From an optimization exercise on the open Yosys and OpenROAD flow, aimed at small area; shortcuts taken in it are not production practice.
Only simulation tests tie the RTL to the original design; equivalence was not proved.
No activity file was given, so power comes from the tool's default toggle rates.

==> design/flow/design.v <==
package clk_sync_pkg;
	localparam int default_nodes = 8;
	localparam int default_mbox_base = 64;  
	localparam int msg_len = 16;  
	localparam int ptr_w = 10;
	localparam int ts_w = 16;
	localparam int cnt_w = 10;  
	localparam int flags_off = 2;
	localparam int ts_off = 4;
	localparam int ts_slots = 4;
	function automatic logic [ptr_w-1:0] mbox_addr(input int base, input int node,
			input int off);
		mbox_addr = base + node * msg_len + off;
	endfunction
	function automatic logic [ptr_w-1:0] ts_addr(input int base, input int node,
			input int slot, input bit hi);
		ts_addr = mbox_addr(base, node, ts_off + 2 * slot + (hi ? 1 : 0));
	endfunction
endpackage
`timescale 1ns/100ps
module local_period_counter #(
	parameter int CYCLE_PERIOD = 1000
) (
	input  logic                          clk_i,
	input  logic                          rst_i,
	input  logic [1:0]                    snap_i,
	output logic [clk_sync_pkg::ts_w-1:0] cycle_count_o,
	output logic [clk_sync_pkg::cnt_w-1:0] snap_tx_o,
	output logic [clk_sync_pkg::cnt_w-1:0] snap_rx_o
);
	localparam int cw = clk_sync_pkg::cnt_w;
	localparam logic [cw-1:0] last_count = CYCLE_PERIOD - 1;
	logic [cw-1:0] cnt_q;
	logic wrap;
	assign wrap = (cnt_q & last_count) == last_count;
	always_ff @(posedge clk_i) begin
		if (rst_i || wrap) begin
			cnt_q <= '0;
		end else begin
			cnt_q <= cnt_q + 1'b1;
		end
	end
	logic tx_ld, tx_hold, rx_ld, rx_hold;
	assign tx_ld = !rst_i && snap_i[0];
	assign tx_hold = !rst_i && !snap_i[0];
	assign rx_ld = !rst_i && snap_i[1];
	assign rx_hold = !rst_i && !snap_i[1];
	always_ff @(posedge clk_i) begin
		snap_tx_o <= ({cw{tx_ld}} & cnt_q) | ({cw{tx_hold}} & snap_tx_o);
		snap_rx_o <= ({cw{rx_ld}} & cnt_q) | ({cw{rx_hold}} & snap_rx_o);
	end
	assign cycle_count_o = {{(clk_sync_pkg::ts_w-cw){1'b0}}, cnt_q};
endmodule
`timescale 1ns/100ps
module mailbox_capture #(
	parameter int NODES = clk_sync_pkg::default_nodes,
	parameter int MBOX_BASE = clk_sync_pkg::default_mbox_base
) (
	input  logic                                       clk_i,
	input  logic                                       rst_i,
	input  logic                                       rx_we_i,
	input  logic [clk_sync_pkg::ptr_w-1:0]             rx_addr_i,
	input  logic [7:0]                                 rx_data_i,
	input  logic                                       pulse_i,
	output logic [clk_sync_pkg::ts_w-1:0]              rd_data_o,
	output logic [4:0]                                 ring_pos_o,
	output logic [NODES-1:0]                           rdy_lo_o,
	output logic [NODES-1:0]                           rdy_hi_o,
	output logic [NODES*3-1:0]                         flags_o
);
	localparam int n_slots = NODES * clk_sync_pkg::ts_slots - 2;
	logic [clk_sync_pkg::ts_w-1:0] ts_q [n_slots];
	logic wr_en;
	logic [NODES-1:0] node_sel;
	logic ts_off_ok;
	logic [clk_sync_pkg::ts_slots-1:0] slot_sel;
	logic is_hi;
	logic flag_off_ok;
	logic [NODES-1:0] node_lo_wr;
	logic [NODES-1:0] node_hi_wr;
	logic [NODES-1:0] chain_ok;
	assign wr_en = rx_we_i && !pulse_i;  
	always_comb begin
		for (int n = 0; n < NODES; n++) begin
			node_sel[n] = wr_en && rx_addr_i[clk_sync_pkg::ptr_w-1:4] == (MBOX_BASE / 16 + n);
		end
		ts_off_ok = rx_addr_i[3:0] >= clk_sync_pkg::ts_off
			&& rx_addr_i[3:0] < clk_sync_pkg::ts_off + 2 * clk_sync_pkg::ts_slots;
		for (int k = 0; k < clk_sync_pkg::ts_slots; k++) begin
			slot_sel[k] = ts_off_ok && rx_addr_i[3:1] == (clk_sync_pkg::ts_off / 2 + k);
		end
		is_hi = rx_addr_i[0];
		flag_off_ok = rx_addr_i[3:0] == clk_sync_pkg::flags_off;
		for (int n = 0; n < NODES; n++) begin
			node_lo_wr[n] = node_sel[n] && ts_off_ok && !is_hi;
			node_hi_wr[n] = node_sel[n] && ts_off_ok && is_hi;
		end
	end
	always_comb begin
		chain_ok[0] = 1'b1;
		for (int n = 1; n < NODES; n++) begin
			chain_ok[n] = rdy_lo_o[n-1] && rdy_hi_o[n-1];
		end
	end
	logic keep;
	logic [NODES-1:0] flag_ld, flag_hold;
	assign keep = !rst_i && !pulse_i;
	always_comb begin
		for (int n = 0; n < NODES; n++) begin
			flag_ld[n] = keep && node_sel[n] && flag_off_ok;
			flag_hold[n] = keep && !(node_sel[n] && flag_off_ok);
		end
	end
	always_ff @(posedge clk_i) begin
		for (int n = 0; n < NODES; n++) begin
			rdy_lo_o[n] <= keep && (rdy_lo_o[n] || (node_lo_wr[n] && chain_ok[n]));
			rdy_hi_o[n] <= keep && (rdy_hi_o[n] || (node_hi_wr[n] && chain_ok[n] && rdy_lo_o[n]));
			flags_o[n*3 +: 3] <= ({3{flag_ld[n]}} & rx_data_i[2:0]) | ({3{flag_hold[n]}} & flags_o[n*3 +: 3]);
		end
	end
	logic [4:0] m_q;
	always_ff @(posedge clk_i) begin
		if (rst_i || m_q == 0) begin
			m_q <= n_slots - 1;
		end else begin
			m_q <= m_q - 1'b1;
		end
	end
	assign ring_pos_o = m_q;
	logic [4:0] wr_slot;
	logic wr_slot_ok;
	logic [5:0] place_sum;
	logic [4:0] wr_place;
	assign wr_slot = {rx_addr_i[7], rx_addr_i[5:4], rx_addr_i[3], rx_addr_i[1]};
	assign wr_slot_ok = |node_sel && ts_off_ok && wr_slot < n_slots;
	assign place_sum = wr_slot + m_q;
	assign wr_place = place_sum >= n_slots ? place_sum - n_slots : place_sum;
	logic [n_slots-1:0] place_sel;
	logic [n_slots-1:0] lo_ld, lo_sh, hi_ld, hi_sh;
	always_comb begin
		for (int p = 0; p < n_slots; p++) begin
			place_sel[p] = !rst_i && wr_slot_ok && wr_place == p;
			lo_ld[p] = place_sel[p] && !is_hi;
			lo_sh[p] = !rst_i && !lo_ld[p];
			hi_ld[p] = place_sel[p] && is_hi;
			hi_sh[p] = !rst_i && !hi_ld[p];
		end
	end
	always_ff @(posedge clk_i) begin
		for (int p = 0; p < n_slots; p++) begin
			ts_q[p][7:0] <= ({8{lo_ld[p]}} & rx_data_i)
				| ({8{lo_sh[p]}} & ts_q[(p+1)%n_slots][7:0]);
			ts_q[p][15:8] <= ({8{hi_ld[p]}} & rx_data_i)
				| ({8{hi_sh[p]}} & ts_q[(p+1)%n_slots][15:8]);
		end
	end
	assign rd_data_o = ts_q[0];
endmodule
`timescale 1ns/100ps
module link_calc #(
	parameter int NODES = clk_sync_pkg::default_nodes
) (
	input  logic                                            clk_i,
	input  logic                                            rst_i,
	input  logic                                            pulse_i,
	input  logic [clk_sync_pkg::cnt_w-1:0]                  snap_tx_i,
	input  logic [clk_sync_pkg::cnt_w-1:0]                  snap_rx_i,
	input  logic [4:0]                                      ring_pos_i,
	input  logic [clk_sync_pkg::ts_w-1:0]                   rd_data_i,
	output logic [NODES*clk_sync_pkg::ts_w-1:0]             comm_delays_o,
	output logic [NODES*clk_sync_pkg::ts_w-1:0]             clock_offsets_o,
	output logic                                            calc_busy_o
);
	localparam int w = clk_sync_pkg::ts_w;
	localparam int cw = clk_sync_pkg::cnt_w;
	localparam int n_slots = NODES * clk_sync_pkg::ts_slots - 2;
	logic busy_q;
	logic rd_q;
	logic [w-1:0] del_q [NODES];
	logic [w-1:1] off_q [NODES-1];
	logic [w-1:0] off_head_q;
	logic start, op, first, last;
	logic [1:0] role;  
	logic r_p2, r_p3, r_t0, r_t1;
	logic acc;
	logic sub_d, sub_o, cin_o;
	logic [w-1:0] op_b, a_d, a_o, sum_d, sum_o;
	assign start = pulse_i && !busy_q;
	assign first = ring_pos_i == n_slots - 1;
	assign last = ring_pos_i == 0;
	assign op = busy_q && (rd_q || first);
	assign role = ~ring_pos_i[1:0];
	assign r_p2 = op && role == 0;
	assign r_p3 = op && role == 1;
	assign r_t0 = op && role == 2;
	assign r_t1 = op && role == 3;
	assign acc = op && role != 0;
	assign sub_d = start || r_p2 || r_t1;
	assign sub_o = start || r_p2 || r_p3;
	assign cin_o = sub_o || (r_t0 && first);
	always_comb begin
		op_b = rd_data_i;
		if (start) op_b = {{(w-cw){1'b0}}, snap_tx_i};
		a_d = ({w{acc}} & del_q[NODES-1]) | ({w{start}} & {{(w-cw){1'b0}}, snap_rx_i});
		a_o = ({w{acc}} & off_head_q) | ({w{start}} & {{(w-cw){1'b1}}, ~snap_rx_i});
	end
	assign sum_d = a_d + (op_b ^ {w{sub_d}}) + sub_d;
	assign sum_o = a_o + (op_b ^ {w{sub_o}}) + cin_o;
	always_ff @(posedge clk_i) begin
		if (rst_i) begin
			busy_q <= 1'b0;
			rd_q <= 1'b0;
		end else if (start) begin
			busy_q <= 1'b1;
			rd_q <= 1'b0;
		end else if (op) begin
			busy_q <= !last;
			rd_q <= !last;
		end
	end
	logic sh, ld;
	logic sel_sh, sel_hold, sel_ld, sel_hold_head;
	assign sh = r_p2;
	assign ld = start || op;
	assign sel_sh = !rst_i && sh;
	assign sel_hold = !rst_i && !sh;
	assign sel_ld = !rst_i && ld;
	assign sel_hold_head = !rst_i && !ld;
	always_ff @(posedge clk_i) begin
		for (int n = 0; n < NODES - 1; n++) begin
			del_q[n] <= ({w{sel_sh}} & del_q[n+1]) | ({w{sel_hold}} & del_q[n]);
		end
		del_q[NODES-1] <= ({w{sel_ld}} & sum_d) | ({w{sel_hold_head}} & del_q[NODES-1]);
		for (int n = 0; n < NODES - 2; n++) begin
			off_q[n] <= ({(w-1){sel_sh}} & off_q[n+1]) | ({(w-1){sel_hold}} & off_q[n]);
		end
		off_q[NODES-2] <= ({(w-1){sel_sh}} & off_head_q[w-1:1])
			| ({(w-1){sel_hold}} & off_q[NODES-2]);
		off_head_q <= ({w{sel_ld}} & sum_o) | ({w{sel_hold_head}} & off_head_q);
	end
	always_comb begin
		for (int n = 0; n < NODES; n++) begin
			comm_delays_o[n*w +: w] = del_q[n];
			clock_offsets_o[n*w] = del_q[n][0];
		end
		for (int n = 0; n < NODES - 1; n++) begin
			clock_offsets_o[n*w+1 +: w-1] = off_q[n];
		end
		clock_offsets_o[(NODES-1)*w+1 +: w-1] = off_head_q[w-1:1];
	end
	assign calc_busy_o = busy_q;
endmodule
`timescale 1ns/100ps
module sync_report #(
	parameter int NODES = clk_sync_pkg::default_nodes
) (
	input  logic                                    clk_i,
	input  logic                                    rst_i,
	input  logic                                    pulse_i,
	input  logic [NODES-1:0]                        rdy_lo_i,
	input  logic [NODES-1:0]                        rdy_hi_i,
	input  logic [NODES*3-1:0]                      flags_i,
	output logic [NODES-1:0]                        rx_ok_o,
	output logic [NODES-1:0]                        sync_ok_o,
	output logic [NODES-1:0]                        slave_rdy_o,
	output logic [NODES-1:0]                        scope_trig_o
);
	logic [NODES-1:0] lvl1_q;  
	logic [NODES-1:0] lvl0_q;  
	logic [NODES-1:0] scope_q;
	logic [NODES-1:0] rx_ok_d;
	assign rx_ok_d = rdy_lo_i & rdy_hi_i;  
	logic cap, hold;
	assign cap = !rst_i && pulse_i;
	assign hold = !rst_i && !pulse_i;
	always_ff @(posedge clk_i) begin
		for (int n = 0; n < NODES; n++) begin
			lvl1_q[n] <= (cap && rx_ok_d[n] && flags_i[n*3+0]) || (hold && lvl1_q[n]);
			lvl0_q[n] <= (cap && rx_ok_d[n] && (!flags_i[n*3+0] || flags_i[n*3+1]))
				|| (hold && lvl0_q[n]);
			scope_q[n] <= (cap && rx_ok_d[n] && flags_i[n*3+2]) || (hold && scope_q[n]);
		end
	end
	assign rx_ok_o = lvl1_q | lvl0_q;
	assign sync_ok_o = lvl1_q;
	assign slave_rdy_o = lvl1_q & lvl0_q;
	assign scope_trig_o = scope_q;
endmodule
`timescale 1ns/100ps
module master_sync_top #(
	parameter int NODES = clk_sync_pkg::default_nodes,
	parameter int MBOX_BASE = clk_sync_pkg::default_mbox_base,
	parameter int CYCLE_PERIOD = 1000
) (
	input  logic                                clk_i,
	input  logic                                rst_i,
	input  logic                                rx_we_i,
	input  logic [clk_sync_pkg::ptr_w-1:0]      rx_addr_i,
	input  logic [7:0]                          rx_data_i,
	input  logic                                pulse_i,
	input  logic [1:0]                          snap_i,
	output logic [clk_sync_pkg::ts_w-1:0]       cycle_count_o,
	output logic                                calc_busy_o,
	output logic [NODES-1:0]                    rx_ok_o,
	output logic [NODES-1:0]                    sync_ok_o,
	output logic [NODES-1:0]                    slave_rdy_o,
	output logic [NODES-1:0]                    scope_trig_o,
	output logic [NODES*clk_sync_pkg::ts_w-1:0] comm_delays_o,
	output logic [NODES*clk_sync_pkg::ts_w-1:0] clock_offsets_o
);
	logic [clk_sync_pkg::cnt_w-1:0] snap_tx;
	logic [clk_sync_pkg::cnt_w-1:0] snap_rx;
	logic [4:0] ring_pos;
	logic [clk_sync_pkg::ts_w-1:0] rd_data;
	logic [NODES-1:0] rdy_lo;
	logic [NODES-1:0] rdy_hi;
	logic [NODES*3-1:0] flags;
	local_period_counter #(.CYCLE_PERIOD(CYCLE_PERIOD)) u_local_period_counter (
		.clk_i(clk_i), .rst_i(rst_i), .snap_i(snap_i),
		.cycle_count_o(cycle_count_o), .snap_tx_o(snap_tx), .snap_rx_o(snap_rx)
	);
	mailbox_capture #(.NODES(NODES), .MBOX_BASE(MBOX_BASE)) u_mailbox_capture (
		.clk_i(clk_i), .rst_i(rst_i), .rx_we_i(rx_we_i), .rx_addr_i(rx_addr_i),
		.rx_data_i(rx_data_i), .pulse_i(pulse_i),
		.rd_data_o(rd_data), .ring_pos_o(ring_pos),
		.rdy_lo_o(rdy_lo), .rdy_hi_o(rdy_hi), .flags_o(flags)
	);
	link_calc #(.NODES(NODES)) u_link_calc (
		.clk_i(clk_i), .rst_i(rst_i), .pulse_i(pulse_i),
		.snap_tx_i(snap_tx), .snap_rx_i(snap_rx),
		.ring_pos_i(ring_pos), .rd_data_i(rd_data),
		.comm_delays_o(comm_delays_o), .clock_offsets_o(clock_offsets_o),
		.calc_busy_o(calc_busy_o)
	);
	sync_report #(.NODES(NODES)) u_sync_report (
		.clk_i(clk_i), .rst_i(rst_i), .pulse_i(pulse_i),
		.rdy_lo_i(rdy_lo), .rdy_hi_i(rdy_hi), .flags_i(flags),
		.rx_ok_o(rx_ok_o), .sync_ok_o(sync_ok_o),
		.slave_rdy_o(slave_rdy_o), .scope_trig_o(scope_trig_o)
	);
endmodule
==> design/flow/flow/run.sh <==
#!/bin/bash
# Layout flow: the standard ORFS flow (standard.sh) with three changes:
#  - synthesis maps logic with an area-oriented ABC script (flow/abc_area.script)
#    in place of ORFS's delay-oriented one; ABC does not touch the registers,
#    so the registers are those of the standard synthesis;
#  - port buffers use the smallest buffer cell;
#  - clock tree synthesis uses clkbuf_8 leaf clusters of up to 16 sinks within 100 um and
#    inserts no dummy loads.
# make's output goes to flow_make.log; each ORFS step keeps its own log under
# orfs/logs.
set -euo pipefail
here=$PWD
rm -rf scripts_mod
cp -r "$FLOW_HOME/scripts" scripts_mod
cp flow/abc_area.script scripts_mod/abc_speed.script
bash standard.sh \
	"SCRIPTS_DIR=$here/scripts_mod" \
	"BUFFER_PORTS_ARGS=-buffer_cell sky130_fd_sc_hd__buf_1" \
	"CTS_ARGS=-sink_clustering_enable -repair_clock_nets -dont_use_dummy_load -buf_list sky130_fd_sc_hd__clkbuf_8 -sink_clustering_size 16 -sink_clustering_max_diameter 100" \
	finish > flow_make.log 2>&1
==> design/flow/flow/abc_area.script <==
&get -n
&st
&dch
&nf -R 1000 -E 100
&put
==> design/flow/standard.sh <==
#!/bin/bash
# synth_recipe.tcl (not shown) runs the flow's synth.tcl, then flattens the netlist and writes it again
# the make line also repeats each setting of config.mk as NAME=value (left out here)
make -C /OpenROAD-flow-scripts/flow DESIGN_CONFIG=/design/flow/config.mk WORK_HOME=/design/flow/orfs CLKGATE_MAP_FILE= SYNTH_SCRIPT=/design/flow/synth_recipe.tcl "${@:-finish}"
==> design/flow/config.mk <==
export PLATFORM = sky130hd
export DESIGN_NAME = master_sync_top
export DESIGN_NICKNAME = master_sync_top
export VERILOG_FILES = /design/flow/design.v
export SDC_FILE = /design/flow/constraint.sdc
export NUM_CORES = 4
export LEC_CHECK = 0
export CAP_MARGIN = 30
export CORE_MARGIN = 2
export CORE_UTILIZATION = 40
export SLEW_MARGIN = 30
==> design/flow/constraint.sdc <==
create_clock -name core_clock -period 10.0 [get_ports {clk_i}]
set_input_delay 2.0000 -clock core_clock [delete_from_list [all_inputs] [get_ports {clk_i}]]
set_output_delay 2.0000 -clock core_clock [all_outputs]
set_load 0.01 [all_outputs]
==> results.txt, run 1 <==
outcome complete, no violations; maxcap violations 0; first-pass GRT wire length between 100000 and 150000 um; flops & latches, synth 830; CP dominant cell by count a21oi_1; Crit Path Class primary input to flip-flop; CTS resizes 0; largest cells by area after synthesis dfxtp_1, a22o_1, ha_1, nor2_1, xnor2_1; Pwr Density ~170 nW/um2; cell accounting for the most synthesized area dfxtp_1; area of the mapped netlist roughly 28000 um2; Core Region 68600 um2; minimum clock period around 6500 ps; post-DR wirelength/cell 19.5 um; worst hold slack between 300 and 400 ps; Least-Margin Pin Slew between 1000 and 1500 ps; Unique masters post-synth 41; CTS Hold Bufs 0; final hold violations 0; sequential area share after synthesis 60.0%; die width 267 um; DR vias about 20k; total power 5.32 mW; Mapped Cells roughly 2.3k; final net count between 2k and 3k; Req. time, crit path between 10000 and 15000 ps; Pleak about 12 nW; CP Cell Sequence buf_1, ha_1, fa_1, a21o_1, a21oi_1, xnor2_1, and2_0, a211oi_1, clkinv_1, a21oi_1, or2_0, nor2b_1, nand2_1, nor3_1, nor2_1, a22o_1; CP Launch Type primary input; fmax 0.155 GHz; CP Capture Type flip-flop; fin. max-slew vios 0; port bufs 322; share of post-route cells with drive strength above 1 between 4 and 5%; vias in the first global route ~20k; drt first-iter violations approximately 1.3k; sequential cell area about 17000 um2; Peak VDD IR 101 uV; clk_skew 95.6 ps; slowest CP cell nor3_1; syn avg cell area between 10 and 15 um2; Worst Hold Class flip-flop to flip-flop; TritonCTS buffer count 59; Initial Util about two fifths; placement row count 96; Ports 329; EDFF count, synth 0; final setup TNS 0 ps; crit-path max cell delay about 880 ps; GR Util All Layers 18.8%; Yosys Warn Count 7; Antenna Nets Post-Route 0; post-synth top area share 60.0%; Via-to-Cell Ratio approximately 5.5; Reg clk slew, reported paths about 100 ps; synthesis-to-finish area growth 12.2%; largest net degree at the start of global routing ~210; DIE AREA slightly above 70000 um2; async set-reset flop share out of synthesis 0%; Die Span Y between 200 and 300 um; Clock Latency Late Sink approximately 720 ps; Final setup viols 0; arrival time worst endpoint approximately 7100 ps; total iterations of the first detailed-routing run 5; Synth Flop Type dfxtp_1; setup bufs post-CTS 0; critical path peak fanout 9; RSZ-0062 raised after global routing no; Fill cells 6397; CTS tree built; HPWL reported at the end of detailed placement 43600 um; CTS root buf clkbuf_8; multi-input logic area roughly 11000 um2; period utilisation layout between 60% and 70%; GPL Wtd Cong between 0.7 and 0.8; antenna violations before repair 0; DRC errors left 0; clk sinks between 800 and 900; number of H-tree levels 2; CTS Buffer Depth 3; buffers plus inverters on the worst setup path 2; family with the most delay on the worst path simple AND/OR/NAND/NOR gates; ant diodes 0; GR Overflow Total 0; relative slew slack approximately 33%; drt total wl approximately 70000 um
-- cell usage in the layout (no fill, tap or decap), drive strengths merged, types with 3 or more instances in the layout --
cell | Yosys | final
nor2b | 11 | 11
a21oi | 37 | 37
or3 | 5 | 5
nand4 | 11 | 11
nand3 | 15 | 15
clkinv | 18 | 18
dfxtp | 830 | 830
fa | 4 | 4
nor4 | 16 | 16
xor2 | 19 | 19
nor2 | 128 | 128
and2 | 26 | 26
xnor2 | 53 | 53
or2 | 10 | 10
a21o | 14 | 14
a31oi | 16 | 16
o21a | 4 | 4
ha | 40 | 40
nand2b | 14 | 14
and3 | 13 | 13
clkbuf | 0 | 69
o21ai | 24 | 24
a211oi | 3 | 3
a32o | 22 | 22
buf | 29 | 346
mux2i | 11 | 11
nand2 | 80 | 80
a22o | 783 | 783
nor3 | 41 | 41
conb | 1 | 6
-- area by class of cell --
type / count / area share (%)
clock buffers: 59 / 2.61
flip-flops and latches: 830 / 53.4
repair buffers: 356 / 4.95
multi-input cells: 1420 / 35.1
well taps: 931 / 3.75
inverters: 18 / 0.217
-- Yosys cell counts (3+ instances only) --
cell type,count
a31oi_1,16
and2_0,26
and3_1,13
nand2b_1,14
nand3_1,15
nand4_1,11
ha_1,40
buf_4,29
a21o_1,14
o21a_1,4
dfxtp_1,830
nand2_1,80
a211oi_1,3
nor2_1,128
nor2b_1,11
a22o_1,783
o21ai_0,24
a21oi_1,37
mux2i_1,11
xnor2_1,53
xor2_1,19
clkinv_1,18
or3_1,5
nor4_1,16
fa_1,4
a32o_1,22
or2_0,10
nor3_1,41
-- state kept, by name, indices dropped and copies added (netlist names), 10 cells and up --
signal,cells
u_link_calc.del_q,128
u_local_period_counter.snap_rx_o,10
u_mailbox_capture.flags_o,24
u_link_calc.off_q,105
u_local_period_counter.cnt_q,10
u_link_calc.off_head_q,16
u_mailbox_capture.ts_q,480
u_local_period_counter.snap_tx_o,10
-- routing by layer --
layer / routed length (um) / vias to the layer above / GRT usage [%]
met5: 0 / - / 0
met4: 1420 / 0 / 5.30
met3: 3420 / 95 / 2.88
met2: 32600 / 460 / 31.5
met1: 32900 / 9849 / 25.2
li1: - / 9641 / -
-- kinds of logic (layout without fill, tap and decap cells) --
family,count (synthesis),after routing,share of synthesized area [%]
adder cells (fa/ha/maj),44,44,2.10
AND/OR/NAND/NOR,374,374,6.34
AO/OA/AOI/OAI,912,912,27.8
XOR/XNOR,72,72,2.28
flip-flops,830,830,60.0
multiplexers,12,12,0.438
other,1,6,0.0135
buffers and inverters,47,433,1.03
-- worst register-to-register path: cells and delay by family (launching register included) --
kind | cells | cell delay, ps
buffers and inverters | 1 | 230
AOI/OAI and AO/OA | 5 | 1370
xor gates and xnor gates | 1 | 100
DFF | 1 | 410
and+or+nand+nor | 6 | 2590
adders and majority gates | 2 | 650
-- power breakdown --
part | leakage, nW | total (mW) | switching [mW] | internal [mW]
Sequential | 6.69 | 3.36 | 0.0342 | 3.33
Clock | 0.424 | 1.53 | 1.00 | 0.525
Combinational | 4.66 | 0.432 | 0.310 | 0.121
Total | 11.8 | 5.32 | 1.34 | 3.97
-- through the flow --
step	util [%]	worst slack, ps	std cells	cell area (um2)
floorplan	-	3120	2297	27700
global placement	44.0	3070	3553	30200
detailed placement	44.1	2940	3553	30200
CTS	45.2	3680	3612	31000
global route	45.3	3060	3614	31100
finish	45.3	3540	3614	31100
-- final timing paths --
kind	from	end	slack (ps)	cells after the start
min reg2reg	u_mailbox_capture.ts_q[6][6]$_DFF_P_	u_mailbox_capture.ts_q[5][6]$_DFF_P_	380	1
min	u_mailbox_capture.ts_q[6][6]$_DFF_P_	u_mailbox_capture.ts_q[5][6]$_DFF_P_	380	1
max reg2reg	u_mailbox_capture.m_q[0]$_SDFF_PP1_	u_mailbox_capture.ts_q[14][0]$_DFF_P_	4520	15
max	rx_addr_i[1]	u_mailbox_capture.ts_q[14][0]$_DFF_P_	3540	16
==> run 2: changes to the inputs <==
--- a/design/flow/design.v
+++ b/design/flow/design.v
@@ -177,8 +177,9 @@
 	logic busy_q;
 	logic rd_q;
 	logic [w-1:0] del_q [NODES];
-	logic [w-1:1] off_q [NODES-1];
-	logic [w-1:0] off_head_q;
+	logic [w-1:1] off_q [NODES];
+	logic off_head_lsb_q;
+	logic [w-1:0] off_head;
 	logic start, op, first, last;
 	logic [1:0] role;  
 	logic r_p2, r_p3, r_t0, r_t1;
@@ -202,10 +203,11 @@
 		op_b = rd_data_i;
 		if (start) op_b = {{(w-cw){1'b0}}, snap_tx_i};
 		a_d = ({w{acc}} & del_q[NODES-1]) | ({w{start}} & {{(w-cw){1'b0}}, snap_rx_i});
-		a_o = ({w{acc}} & off_head_q) | ({w{start}} & {{(w-cw){1'b1}}, ~snap_rx_i});
+		a_o = ({w{acc}} & off_head) | ({w{start}} & {{(w-cw){1'b1}}, ~snap_rx_i});
 	end
 	assign sum_d = a_d + (op_b ^ {w{sub_d}}) + sub_d;
 	assign sum_o = a_o + (op_b ^ {w{sub_o}}) + cin_o;
+	assign off_head = {off_q[NODES-1], off_head_lsb_q};
 	always_ff @(posedge clk_i) begin
 		if (rst_i) begin
 			busy_q <= 1'b0;
@@ -231,22 +233,21 @@
 			del_q[n] <= ({w{sel_sh}} & del_q[n+1]) | ({w{sel_hold}} & del_q[n]);
 		end
 		del_q[NODES-1] <= ({w{sel_ld}} & sum_d) | ({w{sel_hold_head}} & del_q[NODES-1]);
-		for (int n = 0; n < NODES - 2; n++) begin
+		for (int n = 0; n < NODES - 1; n++) begin
 			off_q[n] <= ({(w-1){sel_sh}} & off_q[n+1]) | ({(w-1){sel_hold}} & off_q[n]);
 		end
-		off_q[NODES-2] <= ({(w-1){sel_sh}} & off_head_q[w-1:1])
-			| ({(w-1){sel_hold}} & off_q[NODES-2]);
-		off_head_q <= ({w{sel_ld}} & sum_o) | ({w{sel_hold_head}} & off_head_q);
+		off_q[NODES-1] <= ({(w-1){sel_ld}} & sum_o[w-1:1])
+			| ({(w-1){sel_hold_head}} & off_q[NODES-1]);
+		off_head_lsb_q <= (sel_ld && sum_o[0]) || (sel_hold_head && off_head_lsb_q);
 	end
 	always_comb begin
 		for (int n = 0; n < NODES; n++) begin
 			comm_delays_o[n*w +: w] = del_q[n];
 			clock_offsets_o[n*w] = del_q[n][0];
 		end
-		for (int n = 0; n < NODES - 1; n++) begin
+		for (int n = 0; n < NODES; n++) begin
 			clock_offsets_o[n*w+1 +: w-1] = off_q[n];
 		end
-		clock_offsets_o[(NODES-1)*w+1 +: w-1] = off_head_q[w-1:1];
 	end
 	assign calc_busy_o = busy_q;
 endmodule
==> design/flow/flow/run.sh (replaced) <==
#!/bin/bash
# Layout flow: the standard ORFS flow (standard.sh) with these changes:
#  - synthesis maps logic with an area-oriented ABC script (flow/abc_area.script)
#    in place of ORFS's delay-oriented one; ABC does not touch the registers,
#    so the registers are those of the standard synthesis;
#  - pass-through wires (output ports sharing a driver) and port buffers use
#    the smallest buffer cell;
#  - clock tree synthesis uses clkbuf_8 leaf clusters of up to 16 sinks within
#    100 um and inserts no dummy loads.
# make's output goes to flow_make.log; each ORFS step keeps its own log under
# orfs/logs.
set -euo pipefail
here=$PWD
rm -rf scripts_mod
cp -r "$FLOW_HOME/scripts" scripts_mod
cp flow/abc_area.script scripts_mod/abc_speed.script
bash standard.sh \
	"SCRIPTS_DIR=$here/scripts_mod" \
	"MIN_BUF_CELL_AND_PORTS=sky130_fd_sc_hd__buf_1 A X" \
	"BUFFER_PORTS_ARGS=-buffer_cell sky130_fd_sc_hd__buf_1" \
	"CTS_ARGS=-sink_clustering_enable -repair_clock_nets -dont_use_dummy_load -buf_list sky130_fd_sc_hd__clkbuf_8 -sink_clustering_size 16 -sink_clustering_max_diameter 100" \
	finish > flow_make.log 2>&1
--- a/design/flow/config.mk
+++ b/design/flow/config.mk
@@ -7,5 +7,5 @@
 export LEC_CHECK = 0
 export CAP_MARGIN = 30
 export CORE_MARGIN = 2
-export CORE_UTILIZATION = 40
+export CORE_UTILIZATION = 60
 export SLEW_MARGIN = 30
==> run 2 against run 1 <==
Compared with the run above: power down 1.1%; via count up 0.90%; register-to-register slack better by 330 ps; critical path type unchanged; non-clock buffer count up 3.
==> results.txt, run 2 <==
CTS tree built; Fill cells 3563 (-44%); GPL Wtd Cong 0.911 (+14%); Pwr Density 171 nW/um2 (+0.25%); ant diodes 0 (unchanged); CTS Buffer Depth 3 (unchanged); Unique masters post-synth 42 (+2.4%); largest net degree at the start of global routing 218 (+2.8%); CP Capture Type flip-flop; top cells by count, synth dfxtp_1, a22o_1, nor2_1; HPWL reported at the end of detailed placement 43000 um (-1.4%); total power 5.26 mW (-1.1%); drt first-iter violations 1345 (+3.3%); Ports 329 (unchanged); Mapped Cells 2271 (-0.92%); RSZ-0062 raised after global routing no; dpl cell area 29800 um2 (-1.2%); top-count cell post-synth dfxtp_1; flops & latches, synth 830 (unchanged); final setup TNS 0 ps (unchanged); clk sinks 830 (unchanged); CP Launch Type primary input; maxcap violations 0 (unchanged); critical path peak fanout 24 (+15); setup bufs post-CTS 0 (unchanged); EDFF count, synth 0 (unchanged); Synth Flop Type dfxtp_1; Core Region 45400 um2 (-34%); number of H-tree levels 2 (unchanged); share of post-route cells with drive strength above 1 4.82% (+0.42 points); GR Overflow Total 0 (unchanged); Antenna Nets Post-Route 0 (unchanged); DIE AREA 47600 um2 (-33%); arrival time worst endpoint 6310 ps (-750 ps); grt met2 use 45.9% (+14 points); TritonCTS buffer count 57 (-3.4%); Pleak 11.8 nW (about the same); async set-reset flop share out of synthesis 0% (unchanged); antenna violations before repair 0 (unchanged); Cell Count, Final, Fillers Out 3278 (-9.3%); Via-to-Cell Ratio 6.17 (+11%); Worst Hold Class flip-flop to flip-flop; synthesis-to-finish area growth 11.4%; Most flops, register u_mailbox_capture.ts_q; Reg clk slew, reported paths 100 ps (about the same); vias in the first global route 19.1k (-1.5%); routing usage on met3 4.22% (+1.3 points); drt total wl 66800 um (-5.1%); area of the mapped netlist 27500 um2 (-0.62%); Initial Util 60.7% (+20 points); port bufs 322 (unchanged); die width 218 um (-18%); DRC errors left 0 (unchanged); relative slew slack 33.8% (+1.0 points); syn avg cell area 12.1 um2 (+0.30%); total iterations of the first detailed-routing run 5 (unchanged); DR vias 20.2k (+0.90%); Crit Path Class primary input to flip-flop; Die Span Y 218 um (-18%); GR peak layer met2; cell accounting for the most synthesized area dfxtp_1; sequential area share after synthesis 60.3% (+0.38 points); placement row count 78 (-19%); Peak VDD IR 137 uV (+36%); CTS resizes 0 (unchanged); period utilisation layout 57.4% (-7.3 points); Largest register FFs 480 (unchanged); CTS root buf clkbuf_8; CTS Hold Bufs 0 (unchanged); Clock Latency Late Sink 700 ps (-20 ps); clk_skew 39.3 ps (-56.3 ps); Req. time, crit path 10570 ps (-20 ps); design area 30700 um2 (-1.3%); M1 GR Usage 35.6% (+10 points); dpl cells 3221 (-9.3%); post-DR wirelength/cell 20.4 um (+4.6%); fin. max-slew vios 0 (unchanged); outcome complete, no violations; most common cell after layout, fill and taps aside dfxtp_1; Least-Margin Pin Slew 993 ps (-15.0 ps); first-pass GRT wire length 105000 um (-4.6%); GR Util All Layers 27.2% (+8.4 points); post-synth top area share 60.3% (+0.38 points); Final setup viols 0 (unchanged); fmax 0.174 GHz (+13%); final net count 2748 (-0.18%); largest cells by area after synthesis dfxtp_1, a22o_1, ha_1, nor2_1, xnor2_1; Largest regs u_mailbox_capture.ts_q: 480 flops, u_link_calc.del_q: 128 flops, u_link_calc.off_q: 120 flops; minimum clock period 5740 ps (-727 ps); final core utilization 67.6% (+22 points); Yosys Warn Count 7 (unchanged); most frequent cells in the layout dfxtp_1, a22o_1, buf_1; final hold violations 0 (unchanged)
==> run 2: cells by family (layout without fill, tap and decap cells) <==
logic type                 count (synthesis)  count (layout)  synth area share [%]
other                                      1               6                0.0136
DFF                                      830             830                  60.3
and+or+nand+nor                          369             369                  6.37
muxes                                     12              12                 0.441
AOI/OAI and AO/OA                        914             914                  28.0
buffers and inverters                     29             431                 0.395
xor gates and xnor gates                  72              72                  2.29
adders and majority gates                 44              44                  2.11
==> run 2: area by class of cell <==
| type | count | area [um2] | share of cell area, % |
|---|---|---|---|
| Sequential cell | 830 | 16600 | 54.1 |
| Multi-Input combinational cell | 1417 | 11000 | 35.7 |
| Timing Repair Buffer | 359 | 1520 | 4.96 |
| Clock buffer | 57 | 785 | 2.56 |
| Tap cell | 600 | 751 | 2.45 |
| Inverter | 15 | 56.3 | 0.183 |
==> run 2: report_power, final <==
part	total [mW]	switching, mW	internal (mW)	leakage (nW)
Sequential	3.36	0.0334	3.33	6.69
Combinational	0.421	0.302	0.119	4.68
Clock	1.48	0.969	0.510	0.410
Total	5.26	1.30	3.96	11.8
==> run 2: layer usage <==
metal | vias to the layer above | share of wire [%]
li1 | 9636 | -
met1 | 9855 | 44
met2 | 607 | 47
met3 | 127 | 5.7
met4 | 0 | 2.9
met5 | - | 0
==> run 2: worst max-delay path, cell delays in order <==
cell      delay, ps
buf_1           280
nor2b_2         200
buf_4           320
a21oi_1         100
nand2_1         660
xnor2_1         210
fa_1            240
clkinv_1        100
fa_1            470
o21ai_0         300
nand3_1         120
nand2_1         110
a31oi_1         140
o21ai_0         280
a31oi_1         190
o21bai_1        160
a21oi_1         100
xnor2_1         130
a22o_1          190
==> run 2: per-stage QoR <==
step / hold WS (ps) / setup slack, ps
final: 434 / 4260
after CTS: 439 / 4180
after global routing: 451 / 3930
after global placement: 421 / 3670
after floorplan: 420 / 757
after detailed placement: 423 / 3440
==> run 2: worst paths after layout <==
| kind | start | to | slack (ps) | cells past startpoint |
|---|---|---|---|---|
| worst max-delay path | pulse_i | u_link_calc.off_q[7][14]$_DFF_P_ | 4260 | 19 |
| worst min-delay path | u_mailbox_capture.ts_q[10][11]$_DFF_P_ | u_mailbox_capture.ts_q[9][11]$_DFF_P_ | 430 | 1 |
| worst max register to register | u_mailbox_capture.m_q[1]$_SDFF_PP0_ | u_link_calc.off_q[7][14]$_DFF_P_ | 4850 | 20 |
| worst min register to register | u_mailbox_capture.ts_q[10][11]$_DFF_P_ | u_mailbox_capture.ts_q[9][11]$_DFF_P_ | 430 | 1 |
==> run 3: changes to the inputs <==
--- a/design/flow/design.v
+++ b/design/flow/design.v
@@ -175,70 +175,90 @@
 	localparam int cw = clk_sync_pkg::cnt_w;
 	localparam int n_slots = NODES * clk_sync_pkg::ts_slots - 2;
 	logic busy_q;
-	logic rd_q;
 	logic [w-1:0] del_q [NODES];
 	logic [w-1:1] off_q [NODES];
 	logic off_head_lsb_q;
 	logic [w-1:0] off_head;
+	logic fix_q;   
+	logic rd_q;    
+	logic pass_q;  
 	logic start, op, first, last;
 	logic [1:0] role;  
-	logic r_p2, r_p3, r_t0, r_t1;
-	logic acc;
-	logic sub_d, sub_o, cin_o;
-	logic [w-1:0] op_b, a_d, a_o, sum_d, sum_o;
+	logic r_p2, r_p3, r_t1;
+	logic op_d, op_o;
+	logic sub;
+	logic [w-1:0] op_a, op_b, sum;
 	assign start = pulse_i && !busy_q;
 	assign first = ring_pos_i == n_slots - 1;
 	assign last = ring_pos_i == 0;
-	assign op = busy_q && (rd_q || first);
+	assign op = busy_q && !fix_q && (rd_q || first);
+	assign op_d = op && !pass_q;
+	assign op_o = op && pass_q;
 	assign role = ~ring_pos_i[1:0];
-	assign r_p2 = op && role == 0;
-	assign r_p3 = op && role == 1;
-	assign r_t0 = op && role == 2;
-	assign r_t1 = op && role == 3;
-	assign acc = op && role != 0;
-	assign sub_d = start || r_p2 || r_t1;
-	assign sub_o = start || r_p2 || r_p3;
-	assign cin_o = sub_o || (r_t0 && first);
+	assign r_p2 = role == 0;
+	assign r_p3 = role == 1;
+	assign r_t1 = role == 3;
+	assign sub = start || fix_q || (op && r_p2) || (op_d && r_t1) || (op_o && r_p3);
+	assign off_head = {off_q[NODES-1], off_head_lsb_q};
 	always_comb begin
+		op_a = '0;
+		if (start) op_a = {{(w-cw){1'b0}}, snap_rx_i};
+		if (fix_q || (op_d && !r_p2)) op_a = del_q[NODES-1];
+		if (op_o && !r_p2) op_a = off_head;
 		op_b = rd_data_i;
 		if (start) op_b = {{(w-cw){1'b0}}, snap_tx_i};
-		a_d = ({w{acc}} & del_q[NODES-1]) | ({w{start}} & {{(w-cw){1'b0}}, snap_rx_i});
-		a_o = ({w{acc}} & off_head) | ({w{start}} & {{(w-cw){1'b1}}, ~snap_rx_i});
+		if (fix_q) op_b = {off_head[w-2:0], 1'b0};
 	end
-	assign sum_d = a_d + (op_b ^ {w{sub_d}}) + sub_d;
-	assign sum_o = a_o + (op_b ^ {w{sub_o}}) + cin_o;
-	assign off_head = {off_q[NODES-1], off_head_lsb_q};
+	assign sum = op_a + (op_b ^ {w{sub}}) + sub;
 	always_ff @(posedge clk_i) begin
 		if (rst_i) begin
 			busy_q <= 1'b0;
+			fix_q <= 1'b0;
 			rd_q <= 1'b0;
+			pass_q <= 1'b0;
 		end else if (start) begin
 			busy_q <= 1'b1;
+			fix_q <= 1'b1;
 			rd_q <= 1'b0;
-		end else if (op) begin
-			busy_q <= !last;
-			rd_q <= !last;
+			pass_q <= 1'b0;
+		end else begin
+			fix_q <= 1'b0;
+			if (op) begin
+				rd_q <= !(last && pass_q);
+				busy_q <= !(last && pass_q);
+				if (last) pass_q <= 1'b1;
+			end
 		end
 	end
-	logic sh, ld;
-	logic sel_sh, sel_hold, sel_ld, sel_hold_head;
-	assign sh = r_p2;
-	assign ld = start || op;
-	assign sel_sh = !rst_i && sh;
-	assign sel_hold = !rst_i && !sh;
-	assign sel_ld = !rst_i && ld;
-	assign sel_hold_head = !rst_i && !ld;
+	logic sh_d, sh_o, ld_d, ld_o;
+	logic sel_sh_d, sel_hold_d, sel_sh_o, sel_hold_o;
+	logic sel_ld_d, sel_hold_dh, sel_ld_o, sel_rx_o, sel_hold_oh;
+	assign sh_d = op_d && r_p2;
+	assign sh_o = op_o && r_p2;
+	assign ld_d = start || op_d;
+	assign ld_o = fix_q || op_o;
+	assign sel_sh_d = !rst_i && sh_d;
+	assign sel_hold_d = !rst_i && !sh_d;
+	assign sel_sh_o = !rst_i && sh_o;
+	assign sel_hold_o = !rst_i && !sh_o;
+	assign sel_ld_d = !rst_i && ld_d;
+	assign sel_hold_dh = !rst_i && !ld_d;
+	assign sel_ld_o = !rst_i && ld_o;
+	assign sel_rx_o = !rst_i && start;
+	assign sel_hold_oh = !rst_i && !ld_o && !start;
 	always_ff @(posedge clk_i) begin
 		for (int n = 0; n < NODES - 1; n++) begin
-			del_q[n] <= ({w{sel_sh}} & del_q[n+1]) | ({w{sel_hold}} & del_q[n]);
+			del_q[n] <= ({w{sel_sh_d}} & del_q[n+1]) | ({w{sel_hold_d}} & del_q[n]);
 		end
-		del_q[NODES-1] <= ({w{sel_ld}} & sum_d) | ({w{sel_hold_head}} & del_q[NODES-1]);
+		del_q[NODES-1] <= ({w{sel_ld_d}} & sum) | ({w{sel_hold_dh}} & del_q[NODES-1]);
 		for (int n = 0; n < NODES - 1; n++) begin
-			off_q[n] <= ({(w-1){sel_sh}} & off_q[n+1]) | ({(w-1){sel_hold}} & off_q[n]);
+			off_q[n] <= ({(w-1){sel_sh_o}} & off_q[n+1]) | ({(w-1){sel_hold_o}} & off_q[n]);
 		end
-		off_q[NODES-1] <= ({(w-1){sel_ld}} & sum_o[w-1:1])
-			| ({(w-1){sel_hold_head}} & off_q[NODES-1]);
-		off_head_lsb_q <= (sel_ld && sum_o[0]) || (sel_hold_head && off_head_lsb_q);
+		off_q[NODES-1] <= ({(w-1){sel_ld_o}} & sum[w-1:1])
+			| ({(w-1){sel_rx_o}} & {{(w-cw){1'b0}}, snap_rx_i[cw-1:1]})
+			| ({(w-1){sel_hold_oh}} & off_q[NODES-1]);
+		off_head_lsb_q <= (sel_ld_o && sum[0]) || (sel_rx_o && snap_rx_i[0])
+			|| (sel_hold_oh && off_head_lsb_q);
 	end
 	always_comb begin
 		for (int n = 0; n < NODES; n++) begin
==> run 3 against run 2 <==
Compared with the run above: still clean; register-to-register slack worse by 450 ps; maximum frequency is 10% lower; sequential share of layout area is 0.44 points higher; via count is 1.6% higher; die area is 1.4% lower; power is 0.77% higher; clock power hardly changed; hold slack worse by 5.8 ps; global-route usage is 1.8 points higher; critical endpoint is now u_mailbox_capture.ts_q[14][13]$_DFF_P_.
==> results.txt, run 3 <==
Cell Count, Final, Fillers Out 3274 (-0.12%); top cells by count, synth dfxtp_1, a22o_1, nor2_1; DRC errors left 0 (unchanged); area of the mapped netlist 27200 um2 (-1.4%); vias in the first global route 19.5k (+1.8%); GPL Wtd Cong 0.908 (-0.27%); Yosys Warn Count 7 (unchanged); CTS tree built; placement row count 77 (-1.3%); Antenna Nets Post-Route 0 (unchanged); total iterations of the first detailed-routing run 7 (+2); DR vias 20.5k (+1.6%); syn avg cell area 12.1 um2 (-0.59%); share of post-route cells with drive strength above 1 5.63% (+0.81 points); cell accounting for the most synthesized area dfxtp_1; R2R cell count 20 (unchanged); first-pass GRT wire length 109000 um (+4.0%); Worst Hold Class flip-flop to flip-flop; CTS Buffer Depth 3 (unchanged); Via-to-Cell Ratio 6.28 (+1.7%); Final setup viols 0 (unchanged); period utilisation layout 63.8% (+6.4 points); TritonCTS buffer count 57 (unchanged); minimum clock period 6380 ps (+644 ps); Least-Margin Pin Slew 980 ps (-12.2 ps); post-synth top area share 61.3% (+0.99 points); Largest register FFs 480 (unchanged); HPWL reported at the end of detailed placement 45700 um (+6.2%); port bufs 322 (unchanged); Req. time, crit path 10600 ps (+30 ps); Synth Flop Type dfxtp_1; most common cell after layout, fill and taps aside dfxtp_1; crit-path max cell delay 840 ps (+180 ps); Largest regs u_mailbox_capture.ts_q: 480 flops, u_link_calc.del_q: 128 flops, u_link_calc.off_q: 120 flops; DIE AREA 47000 um2 (-1.4%); Core Region 44400 um2 (-2.1%); total power 5.30 mW (+0.77%); die width 217 um (-0.68%); outcome complete, no violations; antenna violations before repair 0 (unchanged); CP Launch Type primary input; post-DR wirelength/cell 21.6 um (+6.0%); Mapped Cells 2253 (-0.79%); dpl cells 3217 (-0.12%); drt first-iter violations 1545 (+15%); Die Span Y 217 um (-0.68%); critical path peak fanout 9 (-63%); flops & latches, synth 832 (+0.24%); sequential area share after synthesis 61.3% (+0.99 points); Initial Util 61.1% (+0.47 points); slowest CP cell nor3_1; EDFF count, synth 0 (unchanged); top-count cell post-synth dfxtp_1; CTS root buf clkbuf_8; ant diodes 0 (unchanged); Pwr Density 174 nW/um2 (+1.3%); Ports 329 (unchanged); final hold violations 0 (unchanged); GR Util All Layers 29.0% (+1.8 points); CP Cell Sequence buf_1, ha_1, a21o_1, a21oi_1, xnor2_1, and3_1, and2_0, a211oi_1, xnor2_1, nand2b_1, or3_1, nor3_1, nor2_1, a22o_1; clk sinks 832 (+0.24%); maxcap violations 0 (unchanged); Clock Latency Late Sink 700 ps (about the same); worst hold slack 428 ps (-5.78 ps); arrival time worst endpoint 6980 ps (+670 ps); fmax 0.157 GHz (-10%); Fill cells 3456 (-3.0%); Reg clk slew, reported paths 100 ps (about the same); fin. max-slew vios 0 (unchanged); Pleak 11.6 nW (-1.4%); setup bufs post-CTS 0 (unchanged); RSZ-0062 raised after global routing no; CP Capture Type flip-flop; final setup TNS 0 ps (unchanged); most frequent cells in the layout dfxtp_1, a22o_1, buf_1; clk_skew 57.3 ps (+18.0 ps); async set-reset flop share out of synthesis 0% (unchanged); Peak VDD IR 166 uV (+21%); Hold Crit Depth 1 (unchanged); largest net degree at the start of global routing 113 (-48%); Post-Place Worst Slack 2970 ps (-472 ps); largest cells by area after synthesis dfxtp_1, a22o_1, nor2_1, nand2_1, ha_1; CP dominant cell by count xnor2_1; CTS Hold Bufs 0 (unchanged); Most flops, register u_mailbox_capture.ts_q; CTS resizes 0 (unchanged); Final WS setup 3620 ps (-644 ps); final net count 2737 (-0.40%); relative slew slack 34.6% (+0.81 points); drt total wl 70700 um (+5.8%); synthesis-to-finish area growth 12.4%; GR Overflow Total 0 (unchanged); number of H-tree levels 2 (unchanged); Unique masters post-synth 47 (+12%); Crit Path Class primary input to flip-flop
run 3: cell count changes in the layout (fill, tap and decap cells not counted), sizes merged, moves of 16 or more:
cell	before	now
o21ai	27	11
a21oi	38	56
xnor2	53	21
nand2	80	99
a22o	783	765
buf	349	371
nor4	21	42
run 3: worst paths after layout:
kind	slack [ps]	endpoint	start
min reg2reg	430	u_mailbox_capture.ts_q[28][5]$_DFF_P_	u_mailbox_capture.ts_q[29][5]$_DFF_P_
max	3620	u_mailbox_capture.ts_q[14][13]$_DFF_P_	rx_addr_i[3]
max reg2reg	4400	u_link_calc.del_q[7][14]$_DFF_P_	u_mailbox_capture.m_q[0]$_SDFF_PP1_
min	430	u_mailbox_capture.ts_q[28][5]$_DFF_P_	u_mailbox_capture.ts_q[29][5]$_DFF_P_
run 3: cells by family (layout without fill, tap and decap cells):
group	Yosys count	count (layout)	synth area share [%]
multiplexers	4	4	0.157
flip-flops	832	832	61.3
AND/OR/NAND/NOR	394	394	6.81
XOR/XNOR	45	45	1.45
adder cells (fa/ha/maj)	29	29	1.39
other	1	6	0.0138
buffers and inverters	40	464	0.553
AO/OA/AOI/OAI	908	908	28.3
run 3: layout make-up:
class | instances | area, um2 | area share [%]
inverters | 26 | 97.6 | 0.320
well taps | 592 | 741 | 2.43
flip-flops and latches | 832 | 16700 | 54.6
multi-input cells | 1386 | 10600 | 34.6
clock buffers | 57 | 785 | 2.57
repair buffers | 381 | 1680 | 5.51
run 3: metal layers:
metal | GRT usage (%) | share of wire [%] | vias to the layer above
li1 | - | - | 9643
met1 | 37.7 | 42 | 10038
met2 | 49.2 | 48 | 729
met3 | 5.16 | 6.6 | 139
met4 | 9.66 | 3.1 | 0
met5 | 0 | 0 | -
run 3: where the power goes:
part | switching (mW) | internal (mW) | leakage (nW)
sequential | 0.0398 | 3.33 | 6.70
clock | 0.973 | 0.510 | 0.410
combinational | 0.330 | 0.113 | 4.50
total | 1.34 | 3.96 | 11.6
run 3: worst max-delay path: cells and delay by family:
kind / cells / cell delay, ps
AOI/OAI and AO/OA: 4 / 1230
xor gates and xnor gates: 2 / 530
adders and majority gates: 1 / 290
buffers and inverters: 1 / 240
and+or+nand+nor: 6 / 2670
run 3: stage by stage:
stage | instance area [um2] | utilization, %
6_report | 30500 | 68.7
5_1_grt | 30500 | 68.7
4_1_cts | 30500 | 68.6
3_5_place_dp | 29700 | 66.8
3_3_place_gp | 29600 | 66.7
2_1_floorplan | 27200 | -
==> run 4: changes to the inputs <==
--- a/design/flow/design.v
+++ b/design/flow/design.v
@@ -64,8 +64,7 @@
 	input  logic                                       pulse_i,
 	output logic [clk_sync_pkg::ts_w-1:0]              rd_data_o,
 	output logic [4:0]                                 ring_pos_o,
-	output logic [NODES-1:0]                           rdy_lo_o,
-	output logic [NODES-1:0]                           rdy_hi_o,
+	output logic [NODES-1:0]                           rx_ok_o,
 	output logic [NODES*3-1:0]                         flags_o
 );
 	localparam int n_slots = NODES * clk_sync_pkg::ts_slots - 2;
@@ -76,9 +75,8 @@
 	logic [clk_sync_pkg::ts_slots-1:0] slot_sel;
 	logic is_hi;
 	logic flag_off_ok;
-	logic [NODES-1:0] node_lo_wr;
-	logic [NODES-1:0] node_hi_wr;
-	logic [NODES-1:0] chain_ok;
+	logic ts_lo_wr;
+	logic ts_hi_wr;
 	assign wr_en = rx_we_i && !pulse_i;  
 	always_comb begin
 		for (int n = 0; n < NODES; n++) begin
@@ -91,15 +89,27 @@
 		end
 		is_hi = rx_addr_i[0];
 		flag_off_ok = rx_addr_i[3:0] == clk_sync_pkg::flags_off;
-		for (int n = 0; n < NODES; n++) begin
-			node_lo_wr[n] = node_sel[n] && ts_off_ok && !is_hi;
-			node_hi_wr[n] = node_sel[n] && ts_off_ok && is_hi;
+		ts_lo_wr = |node_sel && ts_off_ok && !is_hi;
+		ts_hi_wr = |node_sel && ts_off_ok && is_hi;
+	end
+	logic [$clog2(NODES+1)-1:0] rcv_q;
+	logic lo_q;
+	logic at_rcv;
+	assign at_rcv = |node_sel && rx_addr_i[7:4] - MBOX_BASE / 16 == rcv_q;
+	always_ff @(posedge clk_i) begin
+		if (rst_i || pulse_i) begin
+			rcv_q <= '0;  
+			lo_q <= 1'b0;
+		end else if (at_rcv && ts_lo_wr) begin
+			lo_q <= 1'b1;
+		end else if (at_rcv && ts_hi_wr && lo_q) begin
+			rcv_q <= rcv_q + 1'b1;
+			lo_q <= 1'b0;
 		end
 	end
 	always_comb begin
-		chain_ok[0] = 1'b1;
-		for (int n = 1; n < NODES; n++) begin
-			chain_ok[n] = rdy_lo_o[n-1] && rdy_hi_o[n-1];
+		for (int n = 0; n < NODES; n++) begin
+			rx_ok_o[n] = rcv_q > n;
 		end
 	end
 	logic keep;
@@ -113,8 +123,6 @@
 	end
 	always_ff @(posedge clk_i) begin
 		for (int n = 0; n < NODES; n++) begin
-			rdy_lo_o[n] <= keep && (rdy_lo_o[n] || (node_lo_wr[n] && chain_ok[n]));
-			rdy_hi_o[n] <= keep && (rdy_hi_o[n] || (node_hi_wr[n] && chain_ok[n] && rdy_lo_o[n]));
 			flags_o[n*3 +: 3] <= ({3{flag_ld[n]}} & rx_data_i[2:0]) | ({3{flag_hold[n]}} & flags_o[n*3 +: 3]);
 		end
 	end
@@ -278,8 +286,7 @@
 	input  logic                                    clk_i,
 	input  logic                                    rst_i,
 	input  logic                                    pulse_i,
-	input  logic [NODES-1:0]                        rdy_lo_i,
-	input  logic [NODES-1:0]                        rdy_hi_i,
+	input  logic [NODES-1:0]                        rx_ok_i,
 	input  logic [NODES*3-1:0]                      flags_i,
 	output logic [NODES-1:0]                        rx_ok_o,
 	output logic [NODES-1:0]                        sync_ok_o,
@@ -290,7 +297,7 @@
 	logic [NODES-1:0] lvl0_q;  
 	logic [NODES-1:0] scope_q;
 	logic [NODES-1:0] rx_ok_d;
-	assign rx_ok_d = rdy_lo_i & rdy_hi_i;  
+	assign rx_ok_d = rx_ok_i;  
 	logic cap, hold;
 	assign cap = !rst_i && pulse_i;
 	assign hold = !rst_i && !pulse_i;
@@ -333,8 +340,7 @@
 	logic [clk_sync_pkg::cnt_w-1:0] snap_rx;
 	logic [4:0] ring_pos;
 	logic [clk_sync_pkg::ts_w-1:0] rd_data;
-	logic [NODES-1:0] rdy_lo;
-	logic [NODES-1:0] rdy_hi;
+	logic [NODES-1:0] rx_ok;
 	logic [NODES*3-1:0] flags;
 	local_period_counter #(.CYCLE_PERIOD(CYCLE_PERIOD)) u_local_period_counter (
 		.clk_i(clk_i), .rst_i(rst_i), .snap_i(snap_i),
@@ -344,7 +350,7 @@
 		.clk_i(clk_i), .rst_i(rst_i), .rx_we_i(rx_we_i), .rx_addr_i(rx_addr_i),
 		.rx_data_i(rx_data_i), .pulse_i(pulse_i),
 		.rd_data_o(rd_data), .ring_pos_o(ring_pos),
-		.rdy_lo_o(rdy_lo), .rdy_hi_o(rdy_hi), .flags_o(flags)
+		.rx_ok_o(rx_ok), .flags_o(flags)
 	);
 	link_calc #(.NODES(NODES)) u_link_calc (
 		.clk_i(clk_i), .rst_i(rst_i), .pulse_i(pulse_i),
@@ -355,7 +361,7 @@
 	);
 	sync_report #(.NODES(NODES)) u_sync_report (
 		.clk_i(clk_i), .rst_i(rst_i), .pulse_i(pulse_i),
-		.rdy_lo_i(rdy_lo), .rdy_hi_i(rdy_hi), .flags_i(flags),
+		.rx_ok_i(rx_ok), .flags_i(flags),
 		.rx_ok_o(rx_ok_o), .sync_ok_o(sync_ok_o),
 		.slave_rdy_o(slave_rdy_o), .scope_trig_o(scope_trig_o)
 	);
==> run 4 against run 3 <==
Compared with the run above: wire length shrank 1.1%; critical endpoint is now u_mailbox_capture.ts_q[19][4]$_DFF_P_; still clean; non-clock buffer count is 22 lower; synthesized cell count up 0.18%; register-to-register slack got worse by 40 ps; largest power group unchanged; sequential share of layout area decreased by 0.27 points.
==> results.txt, run 4 <==
Crit Path Class primary input to flip-flop; async set-reset flop share out of synthesis 0% (unchanged); top-count cell post-synth dfxtp_1; critical path peak fanout 9 (unchanged); maxcap violations 0 (unchanged); CTS root buf clkbuf_8; cell accounting for the most synthesized area dfxtp_1; Pleak 11.6 nW (+0.17%); number of H-tree levels 2 (unchanged); Most flops, register u_mailbox_capture.ts_q; CTS tree built; drt total wl 69900 um (-1.1%); synthesis-to-finish area growth 11.8%; Yosys Warn Count 7 (unchanged); Reg clk slew, reported paths 90 ps (about the same); RSZ-0062 raised after global routing no; final net count 2727 (-0.37%); buffers plus inverters on the worst setup path 2 (+1); Worst R2R Setup Slack 4360 ps (-40 ps); Antenna Nets Post-Route 0 (unchanged); Peak VDD IR 144 uV (-13%); Ports 329 (unchanged); minimum clock period 6000 ps (-382 ps); vias in the first global route 19.0k (-2.3%); flops & latches, synth 821 (-1.3%); Final WS setup 4000 ps (+382 ps); CP Capture Type flip-flop; Worst Hold Class flip-flop to flip-flop; Synth Flop Type dfxtp_1; Least-Margin Pin Slew 1010 ps (+33.9 ps); setup bufs post-CTS 0 (unchanged); Mapped Cells 2257 (+0.18%); area of the mapped netlist 27100 um2 (-0.33%); Final setup viols 0 (unchanged); fmax 0.167 GHz (+6.4%); total iterations of the first detailed-routing run 5 (-2); GPL Wtd Cong 0.918 (+1.0%); GR Util All Layers 29.0% (about the same); post-synth top area share 60.7% (-0.61 points); Via-to-Cell Ratio 6.22 (-0.93%); clk_skew 79.1 ps (+21.8 ps); outcome complete, no violations; CTS resizes 0 (unchanged); Post-Place Worst Slack 3310 ps (+338 ps); first-pass GRT wire length 109000 um (-0.28%); CTS Hold Bufs 0 (unchanged); largest cells by area after synthesis dfxtp_1, a22o_1, nor2_1, ha_1, nand2_1; Largest register FFs 480 (unchanged); arrival time worst endpoint 6610 ps (-370 ps); drt first-iter violations 1495 (-3.2%); Pwr Density 174 nW/um2 (about the same); clk sinks 821 (-1.3%); slowest CP cell nor3_1; Clock Latency Late Sink 730 ps (+30 ps); ant diodes 0 (unchanged); die width 216 um (-0.16%); post-DR wirelength/cell 21.5 um (-0.52%); CP Cell Sequence buf_1, ha_1, a21o_1, a21oi_1, xnor2_1, and3_1, and2_0, a211oi_1, clkinv_1, nand2_1, xnor2_1, nor2_1, nand2_1, nor3_1, nor2_1, a22o_1; period utilisation layout 60.0% (-3.8 points); DR vias 20.2k (-1.5%); Die Span Y 216 um (-0.16%); Cell Count, Final, Fillers Out 3256 (-0.55%); sequential area share after synthesis 60.7% (-0.61 points); most frequent cells in the layout dfxtp_1, a22o_1, buf_1; Largest regs u_mailbox_capture.ts_q: 480 flops, u_link_calc.del_q: 128 flops, u_link_calc.off_q: 120 flops; HPWL reported at the end of detailed placement 46300 um (+1.5%); relative slew slack 32.4% (-2.3 points); EDFF count, synth 0 (unchanged); TritonCTS buffer count 57 (unchanged); DRC errors left 0 (unchanged); port bufs 322 (unchanged); CTS Buffer Depth 3 (unchanged); GR Overflow Total 0 (unchanged); crit-path max cell delay 760 ps (-80 ps); share of post-route cells with drive strength above 1 4.73% (-0.90 points); final setup TNS 0 ps (unchanged); top cells by count, synth dfxtp_1, a22o_1, nor2_1; Initial Util 60.9% (-0.20 points); placement row count 77 (unchanged); Req. time, crit path 10610 ps (about the same); antenna violations before repair 0 (unchanged); largest net degree at the start of global routing 113 (unchanged); Core Region 44400 um2 (unchanged); fin. max-slew vios 0 (unchanged); final hold violations 0 (unchanged); most common cell after layout, fill and taps aside dfxtp_1; DIE AREA 46800 um2 (-0.33%); CP Launch Type primary input; syn avg cell area 12.0 um2 (-0.51%); dpl cells 3198 (-0.59%); family with the most delay on the worst path simple AND/OR/NAND/NOR gates; Unique masters post-synth 49 (+4.3%)
-- run 4: cells by family (layout without fill, tap and decap cells) --
logic type,Yosys count,count (layout),synth area share [%]
mux,5,5,0.194
compound gates,897,897,28.0
fa+ha+maj,37,37,1.77
buf+inv,40,442,0.555
other cells,1,6,0.0139
simple gates,400,400,6.89
flops,821,821,60.7
xor+xnor,56,56,1.81
-- run 4: metal layers --
metal,share of wire (%),track usage [%],vias to the layer above
met5,0,0,-
met4,2.8,9.75,0
met3,5.5,4.08,125
met2,48,49.2,658
met1,44,38.2,9914
li1,-,-,9548
-- run 4: final cells by class --
type,instances,area [um2]
clock buffers,57,785
fillers,3527,14200
inverters,26,97.6
multi-input cells,1401,10700
flip-flops and latches,821,16400
well taps,592,741
repair buffers,359,1540
-- run 4: final timing paths --
path                                     startpoint                                      to  depth (start not counted)
min          u_mailbox_capture.ts_q[12][12]$_DFF_P_  u_mailbox_capture.ts_q[11][12]$_DFF_P_                          1
max                                    rx_addr_i[3]   u_mailbox_capture.ts_q[19][4]$_DFF_P_                         16
max reg2reg     u_mailbox_capture.m_q[1]$_SDFF_PP0_        u_link_calc.del_q[7][14]$_DFF_P_                         21
min reg2reg  u_mailbox_capture.ts_q[12][12]$_DFF_P_  u_mailbox_capture.ts_q[11][12]$_DFF_P_                          1
-- run 4: report_power, final --
group	switching, mW	internal (mW)	leakage (nW)
registers	0.0407	3.29	6.62
clock network	0.965	0.510	0.410
logic	0.330	0.117	4.61
-- run 4: stage by stage --
| step | hold slack [ps] | area (um2) | power, mW | util (%) |
|---|---|---|---|---|
| after floorplan | 420 | 27100 | 3.64 | - |
| after global placement | 421 | 29400 | 3.83 | 66.1 |
| after detailed placement | 423 | 29400 | 3.84 | 66.1 |
| after CTS | 402 | 30200 | 5.26 | 67.9 |
| after global routing | 414 | 30300 | 5.44 | 68.1 |
| final | 396 | 30300 | 5.25 | 68.1 |
==> run 5: changes to the inputs <==
--- a/design/flow/config.mk
+++ b/design/flow/config.mk
@@ -5,7 +5,7 @@
 export SDC_FILE = /design/flow/constraint.sdc
 export NUM_CORES = 4
 export LEC_CHECK = 0
-export CAP_MARGIN = 30
+export CAP_MARGIN = 10
 export CORE_MARGIN = 2
 export CORE_UTILIZATION = 60
-export SLEW_MARGIN = 30
+export SLEW_MARGIN = 10
==> run 5 against run 4 <==
Compared with the run above: register-to-register slack improved by 70 ps; synthesized cell count unchanged; wire length about the same; critical path depth unchanged; global-route usage decreased by 0.099 points; die area unchanged; first-iteration DRC count increased by 8.0%; clock power about the same; count of clock-buffer cells in the layout unchanged; sequential share of layout area increased by 0.22 points; cell count about the same.
==> results.txt, run 5 <==
crit-path max cell delay 780 ps (+20 ps); area of the mapped netlist 27100 um2 (unchanged); M1 GR Usage 38.3% (+0.11 points); design area 30100 um2 (-0.41%); grt met2 use 49.2% (about the same); multi-input logic area 10600 um2 (-0.75%); dpl cell area 29400 um2 (about the same); R2R Path End u_link_calc.off_q[7][14]$_DFF_P_; Largest regs u_mailbox_capture.ts_q: 480 flops, u_link_calc.del_q: 128 flops, u_link_calc.off_q: 120 flops; largest net degree at the start of global routing 113 (unchanged); flops & latches, synth 821 (unchanged); cell accounting for the most synthesized area dfxtp_1; GR Overflow Total 0 (unchanged); Worst Hold Class flip-flop to flip-flop; HP Start u_mailbox_capture.ts_q[12][12]$_DFF_P_; Cell Count, Final, Fillers Out 3255 (-0.031%); Peak VDD IR 151 uV (+4.8%); sequential area share after synthesis 60.7% (unchanged); synthesis-to-finish area growth 11.3%; Initial Util 60.9% (unchanged); final net count 2726 (-0.037%); GR Util All Layers 28.9% (-0.099 points); fmax 0.164 GHz (-1.8%); sequential cell area 16400 um2 (unchanged); Worst R2R Setup Slack 4430 ps (+70 ps); Synth Flop Type dfxtp_1; worst hold slack 392 ps (-4.48 ps); final setup TNS 0 ps (unchanged); DR vias 20.4k (+0.63%); ant diodes 0 (unchanged); drt first-iter violations 1615 (+8.0%); top-count cell post-synth dfxtp_1; Clock Latency Late Sink 710 ps (-20 ps); Mapped Cells 2257 (unchanged); setup bufs post-CTS 0 (unchanged); outcome complete, no violations; minimum clock period 6110 ps (+108 ps); largest cells by area after synthesis dfxtp_1, a22o_1, nor2_1, ha_1, nand2_1; CTS root buf clkbuf_8; arrival time worst endpoint 6670 ps (+60 ps); CTS Hold Bufs 0 (unchanged); RR Startpoint u_mailbox_capture.m_q[1]$_SDFF_PP0_; DIE AREA 46800 um2 (unchanged); period utilisation layout 61.1% (+1.1 points); CP Launch Type primary input; Core Region 44400 um2 (unchanged); Unique masters post-synth 49 (unchanged); HPWL reported at the end of detailed placement 46300 um (about the same); Least-Margin Pin Slew 1190 ps (+172 ps); final hold violations 0 (unchanged); EDFF count, synth 0 (unchanged); drt total wl 69900 um (about the same); WHS Endpoint u_mailbox_capture.ts_q[11][12]$_DFF_P_; most common cell after layout, fill and taps aside dfxtp_1; RSZ-0062 raised after global routing no; total iterations of the first detailed-routing run 5 (unchanged); Reg clk slew, reported paths 90 ps (about the same); Req. time, crit path 10560 ps (-50 ps); top cells by count, synth dfxtp_1, a22o_1, nor2_1; CTS tree built; clk sinks 821 (unchanged); Antenna Nets Post-Route 0 (unchanged); share of post-route cells with drive strength above 1 4.28% (-0.45 points); post-DR wirelength/cell 21.5 um (about the same); port bufs 322 (unchanged); CP Cell Sequence buf_1, ha_1, a21o_1, a21oi_1, xnor2_1, and3_1, and2_0, a211oi_1, clkinv_1, nand2_1, xor2_1, nor2_1, nand2_1, nor3_1, nor2_1, a22o_1; CTS Buffer Depth 3 (unchanged); vias in the first global route 19.0k (-0.084%); DRC errors left 0 (unchanged); Ports 329 (unchanged); Final setup viols 0 (unchanged)
-- run 5: cell counts after synthesis --
No cell type changed its count.
-- run 5: cell families after synthesis --
logic type	Yosys count	synth area share, %
AOI/OAI and AO/OA	897	28.0
DFF	821	60.7
and+or+nand+nor	400	6.89
xor gates and xnor gates	56	1.81
buffers and inverters	40	0.555
adders and majority gates	37	1.77
muxes	5	0.194
other	1	0.0139
-- run 5: through the flow --
stage | power (mW) | util, %
floorplan | 3.64 | -
global placement | 3.83 | 66.1
detailed placement | 3.84 | 66.1
CTS | 5.27 | 67.9
global route | 5.43 | 67.9
finish | 5.24 | 67.9
-- run 5: how the worst max path moves through the flow --
| stage | from | endpoint | slack, ps | cells after the start |
|---|---|---|---|---|
| after floorplan | rst_i | u_link_calc.off_q[0][10]$_DFF_P_ | 2060 | 2 |
| after global placement | rx_addr_i[3] | u_mailbox_capture.ts_q[15][6]$_DFF_P_ | 3520 | 17 |
| after detailed placement | rx_addr_i[3] | u_mailbox_capture.ts_q[27][6]$_DFF_P_ | 3300 | 16 |
| after CTS | rx_addr_i[3] | u_mailbox_capture.ts_q[26][2]$_DFF_P_ | 4040 | 16 |
| after global routing | rx_addr_i[3] | u_mailbox_capture.ts_q[11][1]$_DFF_P_ | 3430 | 17 |
| final | rx_addr_i[3] | u_mailbox_capture.ts_q[26][2]$_DFF_P_ | 3890 | 16 |
-- run 5: critical path: cells and delay by family --
kind | cells | cell delay (ps)
adders and majority gates | 1 | 280
buffers and inverters | 2 | 440
AOI/OAI and AO/OA | 4 | 1340
xor gates and xnor gates | 2 | 310
and+or+nand+nor | 7 | 2280
-- run 5: report_power, final --
group          switching (mW)  internal (mW)
registers              0.0410           3.29
clock network           0.958          0.510
logic                   0.325          0.115
total                    1.32           3.91
-- run 5: area by class of cell --
class	instances	area share (%)
multi-input cells	1401	35.1
clock buffers	57	2.60
flip-flops and latches	821	54.5
repair buffers	358	4.96
inverters	26	0.324
well taps	592	2.46
-- run 5: metal layers --
metal / up-vias / routed length, um
li1: 9556 / -
met5: - / 0
met1: 10027 / 30600
met2: 667 / 33700
met4: 0 / 1850
met3: 123 / 3810

Check on run 5: ideal ports give 3.892 ns setup slack; a clkbuf_16 on the clock port and buf_2 on the inputs give 3.910 ns; moving port delays by the midpoint clock arrival (0.734 ns) as well gives 3.176 ns.
